What follows belongs to an exercise in optimizing a design on an open flow for a short achievable clock period and few clock cycles; a production flow would make more cautious choices. The RTL was checked by simulation tests, not by an equivalence proof against the original design. Power and IR drop assume default switching activity.

## cache_top
module cache_top (
    input  logic                    clk,
    input  logic                    rst_i,
    input  logic                    req_valid_i,
    output logic                    req_ready_o,
    input  logic                    req_we_i,
    input  cache_geom_pkg::sel_t    req_sel_i,
    input  cache_geom_pkg::addr_t   req_addr_i,
    input  cache_geom_pkg::word_t   req_wdata_i,
    output logic                    resp_valid_o,
    output cache_geom_pkg::word_t   resp_rdata_o,
    output logic                    ram_req_valid_o,
    input  logic                    ram_req_ready_i,
    output cache_ctrl_pkg::ram_op_e ram_op_o,
    output cache_geom_pkg::addr_t   ram_addr_o,
    output cache_geom_pkg::word_t   ram_wdata_o,
    input  logic                    ram_resp_valid_i,
    input  cache_geom_pkg::word_t   ram_rdata_i
);
Size: about 2100 flip-flops, about 210 I/O pins, roughly 98000 sq um of cells after synthesis.
export LEC_CHECK = 0
export ABC_CLOCK_PERIOD_IN_PS = 2500
export CAP_MARGIN = 20
export CORE_MARGIN = 2
export CORE_UTILIZATION = 40
export SETUP_SLACK_MARGIN = 3.8
export SLEW_MARGIN = 20
export TNS_END_PERCENT = 30
create_clock -name core_clock -period 6.5 [get_ports {clk}]
run.sh (not shown) runs the stock make flow with config.mk's settings and CLKGATE_MAP_FILE= SYNTH_SCRIPT=/design/flow/synth_recipe.tcl, a recipe that flattens the netlist after the stock synthesis.
Testbench counts at the start, summed over its fixed seeds: cycles 24,150.
Rerun with:
--- a/flow/design.v
+++ b/flow/design.v
@@ -148,22 +148,25 @@
     logic                       q_pop;
     logic [NB-1:0]              bv, bw, bm, bop;
     logic [NB-1:0][WA_W-1:0]    baddr;
     logic [NB-1:0][DATA_W-1:0]  bdata;
     logic [NB-1:0][3:0]         bmask;
     logic [NB-1:0][ID_W-1:0]    bwid;
     logic [NB-1:0]              bh, bt;
     logic [3:0]                 qc;         
     assign q_pop = q_out_v && ram_req_ready_i;
+    logic                       p_op;
+    logic [WA_W-1:0]            p_addr;
+    logic [DATA_W-1:0]          p_data;
     assign ram_req_valid_o = q_out_v;
-    assign ram_op_o        = cache_ctrl_pkg::ram_op_e'(o_op);
-    assign ram_addr_o      = {o_addr, {cache_geom_pkg::OFFSET_W{1'b0}}};
-    assign ram_wdata_o     = o_data;
+    assign ram_op_o        = cache_ctrl_pkg::ram_op_e'(p_op);
+    assign ram_addr_o      = {p_addr, {cache_geom_pkg::OFFSET_W{1'b0}}};
+    assign ram_wdata_o     = p_data;
     logic [RR-1:0]              ev, ew;
     logic [RR-1:0]              em;    
     logic [RR-1:0][ID_W-1:0]    ewid;
     logic [RR-1:0][3:0]         emask;
     logic [RR-1:0][DATA_W-1:0]  edata;
     logic [RR-1:0]        hp, tp;      
     logic [RR_W:0]        ecnt;
     logic                       resp_valid_q;
     logic [DATA_W-1:0]          resp_rdata_q;
@@ -333,18 +336,33 @@
             end else if (push1) begin
                 qc <= q_pop ? qc : qc + 1'b1;
             end else if (q_pop) begin
                 qc <= qc - 1'b1;
             end
         end
     end
     always_ff @(posedge clk) begin
         if (b_to_o) begin
+            p_op   <= hq_op;
+            p_addr <= hq_addr;
+            p_data <= hq_data_n;
+        end else if (take_e1) begin
+            p_op   <= e1_op;
+            p_addr <= e1_addr;
+            p_data <= e1_data;
+        end else begin
+            p_op   <= o_op;
+            p_addr <= o_addr;
+            p_data <= o_fill ? merge(o_mask, o_data, ram_rdata_i) : o_data;
+        end
+    end
+    always_ff @(posedge clk) begin
+        if (b_to_o) begin
             o_op   <= hq_op;
             o_addr <= hq_addr;
             o_data <= hq_data_n;
             o_mask <= hq_mask;
             o_wid  <= hq_wid;
             o_w    <= hq_w_n;
             o_m    <= hq_m_n;
         end else if (take_e1) begin
             o_op   <= e1_op;
Result: The new run produced a clean layout. Global-route usage came out lower by 0.35 points. Via count barely changes. Final cell count is about the same. Power stays flat. Critical path depth came out higher by 13. Routed wire length came out lower slightly. Non-clock buffer count came out lower by 2. Hold slack gains 31 ps. Clock power came out higher by a few percent. Register-to-register slack loses 70 ps. Combinational power came out lower by a few percent. Setup slack gains 30 ps. Design area came out higher slightly. Die area stays flat.
Testbench counts after the change, summed over its fixed seeds: cycles 24,150.

========
## alpha
Another version of the RTL of cache_top (not shown whole).
Size in the first run: roughly 8700 cells after synthesis, ~99000 um^2 of cells after synthesis.
==> flow/design.v (excerpt) <==
module cache_top (
    input  logic                    clk,
    input  logic                    rst_i,
    input  logic                    req_valid_i,
    output logic                    req_ready_o,
    input  logic                    req_we_i,
    input  cache_geom_pkg::sel_t    req_sel_i,
    input  cache_geom_pkg::addr_t   req_addr_i,
    input  cache_geom_pkg::word_t   req_wdata_i,
    output logic                    resp_valid_o,
    output cache_geom_pkg::word_t   resp_rdata_o,
    output logic                    ram_req_valid_o,
    input  logic                    ram_req_ready_i,
    output cache_ctrl_pkg::ram_op_e ram_op_o,
    output cache_geom_pkg::addr_t   ram_addr_o,
    output cache_geom_pkg::word_t   ram_wdata_o,
    input  logic                    ram_resp_valid_i,
    input  cache_geom_pkg::word_t   ram_rdata_i
);
make LEC_CHECK=0 ABC_CLOCK_PERIOD_IN_PS=2500 CAP_MARGIN=20 CORE_MARGIN=2 CORE_UTILIZATION=40 SETUP_SLACK_MARGIN=3.8 SLEW_MARGIN=20 TNS_END_PERCENT=30 finish   # period 6.5 ns
alpha completed end to end with timing, DRC and antenna clean.
Testbench counts of alpha, summed over its fixed seeds: cycles 24,150.
Input-level comparison between beta and alpha:
--- a/flow/design.v
+++ b/flow/design.v
@@ -138,31 +138,28 @@
         end
     end
     logic [RQ-1:0]              qv, qw;
     logic [RQ-1:0]              qm;         
     logic [RQ-1:0]              qop;
     logic [RQ-1:0][WA_W-1:0]    qaddr;
     logic [RQ-1:0][DATA_W-1:0]  qdata;
     logic [RQ-1:0][3:0]         qmask;
     logic [RQ-1:0][ID_W-1:0]    qwid;
     logic                       q_out_v;    
     logic                       q_pop;
     assign q_pop = q_out_v && ram_req_ready_i;
-    logic                       o_op;
-    logic [WA_W-1:0]            o_addr;
-    logic [DATA_W-1:0]          o_data;
     assign ram_req_valid_o = q_out_v;
-    assign ram_op_o        = cache_ctrl_pkg::ram_op_e'(o_op);
-    assign ram_addr_o      = {o_addr, {cache_geom_pkg::OFFSET_W{1'b0}}};
-    assign ram_wdata_o     = o_data;
+    assign ram_op_o        = cache_ctrl_pkg::ram_op_e'(qop[0]);
+    assign ram_addr_o      = {qaddr[0], {cache_geom_pkg::OFFSET_W{1'b0}}};
+    assign ram_wdata_o     = qdata[0];
     logic [RR-1:0]              ev, ew;
     logic [RR-1:0]              em;    
     logic [RR-1:0][ID_W-1:0]    ewid;
     logic [RR-1:0][3:0]         emask;
     logic [RR-1:0][DATA_W-1:0]  edata;
     logic [RR-1:0]        hp, tp;      
     logic [RR_W:0]        ecnt;
     logic                       resp_valid_q;
     logic [DATA_W-1:0]          resp_rdata_q;
     assign resp_valid_o = resp_valid_q;
     assign resp_rdata_o = resp_rdata_q;
     logic              e_pop;
@@ -314,35 +311,24 @@
             qv      <= '0;
             q_out_v <= 1'b0;
             ok_q    <= 1'b1;
         end else begin
             ok_q    <= (e_pop || (go ? (ecnt < RR - 1) : (ecnt != RR))) &&
                        !nqv[RQ-2] &&
                        (ram_resp_valid_i || (do_miss ? (ord_q < OR_MAX - 1) : (ord_q < OR_MAX)));
             qv      <= nqv;
             q_out_v <= nqv[0] && !nqw[0];
         end
     end
     always_ff @(posedge clk) begin
-        if (sv[0]) begin
-            o_op   <= s_op[0];
-            o_addr <= s_addr[0];
-            o_data <= s_fill[0] ? merge(s_mask[0], s_data[0], ram_rdata_i) : s_data[0];
-        end else begin
-            o_op   <= e1_op;
-            o_addr <= e1_addr;
-            o_data <= e1_data;
-        end
-    end
-    always_ff @(posedge clk) begin
         qw <= nqw;
         qm <= nqm;
         for (int i = 0; i < RQ; i++) begin
             if (sv[i]) begin
                 qop[i]   <= s_op[i];
                 qaddr[i] <= s_addr[i];
                 qdata[i] <= s_fill[i] ? merge(s_mask[i], s_data[i], ram_rdata_i) : s_data[i];
                 qmask[i] <= s_mask[i];
                 qwid[i]  <= s_wid[i];
             end else if (slot1[i]) begin
                 qop[i]   <= e1_op;
                 qaddr[i] <= e1_addr;
@@ -437,15 +423,17 @@
                 ew[i]    <= n_wait;
                 ewid[i]  <= n_wid;
                 emask[i] <= n_mask;
                 edata[i] <= n_data;
             end else if (e_fill[i]) begin
                 em[i]    <= 1'b0;
                 ew[i]    <= 1'b0;
                 edata[i] <= merge(emask[i], edata[i], ram_rdata_i);
             end else if (ram_resp_valid_i) begin
                 em[i]    <= ew[i] && (ewid[i] == fil_id_p1);
             end
         end
-        resp_rdata_q <= h_fill ? merge(h_mask, h_data, ram_rdata_i) : h_data;
+        if (e_pop) begin
+            resp_rdata_q <= h_fill ? merge(h_mask, h_data, ram_rdata_i) : h_data;
+        end
     end
 endmodule
Results
- Of the two values seen for end point of the critical path, a_h0$_DFFE_PP_ was produced by alpha and ram_addr_o[13] by beta.
- From beta to alpha, number of pins exceeding their max-slew limit in the final report did not move at all.
- The number of instances in the synthesized netlist in beta is 0.903 times that in alpha.
- beta vs. alpha: number of DRC violations after detailed-routing iteration 0 went up by about 16%, peak ir drop on the vdd network +29%.
- Between alpha and beta, clock skew decreased.
- beta and alpha ended up with nearly the same sequential power.
- Going from alpha to beta, worst-path maximum fanout shrinks by 8.
- beta — aggregate routed wire length 15 mm higher, alpha as reference
- Number of detailed-routing iterations run before antenna repair: lower on alpha
- The global-route usage over all layers in beta sits 0.66 points above the value recorded for alpha.
- Of beta and alpha, the lower met3 global-route usage belongs to alpha.
- Between beta and alpha, the global-route wire length before repair is higher for beta.
Testbench counts of beta, summed over its fixed seeds: cycles 24,150.

## separate check: timing with driven ports
The results above use ideal ports. As a check the final layouts listed here were re-extracted and re-timed, cells and wires unchanged. Step 1: set_driving_cell puts a clkbuf_16 on clk and a buf_2 on each other input, an assumption about the parent block. Step 2 also shifts input and output timing later by t, the mid clock arrival at the registers, as if the neighbouring blocks saw the same clock. a / b / c = no drivers / after step 1 / after step 2; a / b = the first two.
run	t, ns	setup WS [ns]	worst hold slack (ns)	worst register clock-pin slew, ns
the first run of note 1	0.977	3.451 / 3.349 / 2.748	0.319 / 0.319 / 0.319	0.07 / 0.07
the second run of note 1	0.974	3.482 / 3.433 / 2.637	0.350 / 0.350 / 0.350	0.07 / 0.07
alpha	0.969	3.562 / 3.496 / 2.665	0.368 / 0.368 / 0.368	0.07 / 0.07
beta	0.965	3.582 / 3.486 / 2.597	0.367 / 0.367 / 0.367	0.07 / 0.07
After both steps every run listed still meets setup and hold. For beta, which loses most, drivers alone change the setup slack by -0.096 ns; drivers and shift together by -0.985 ns.
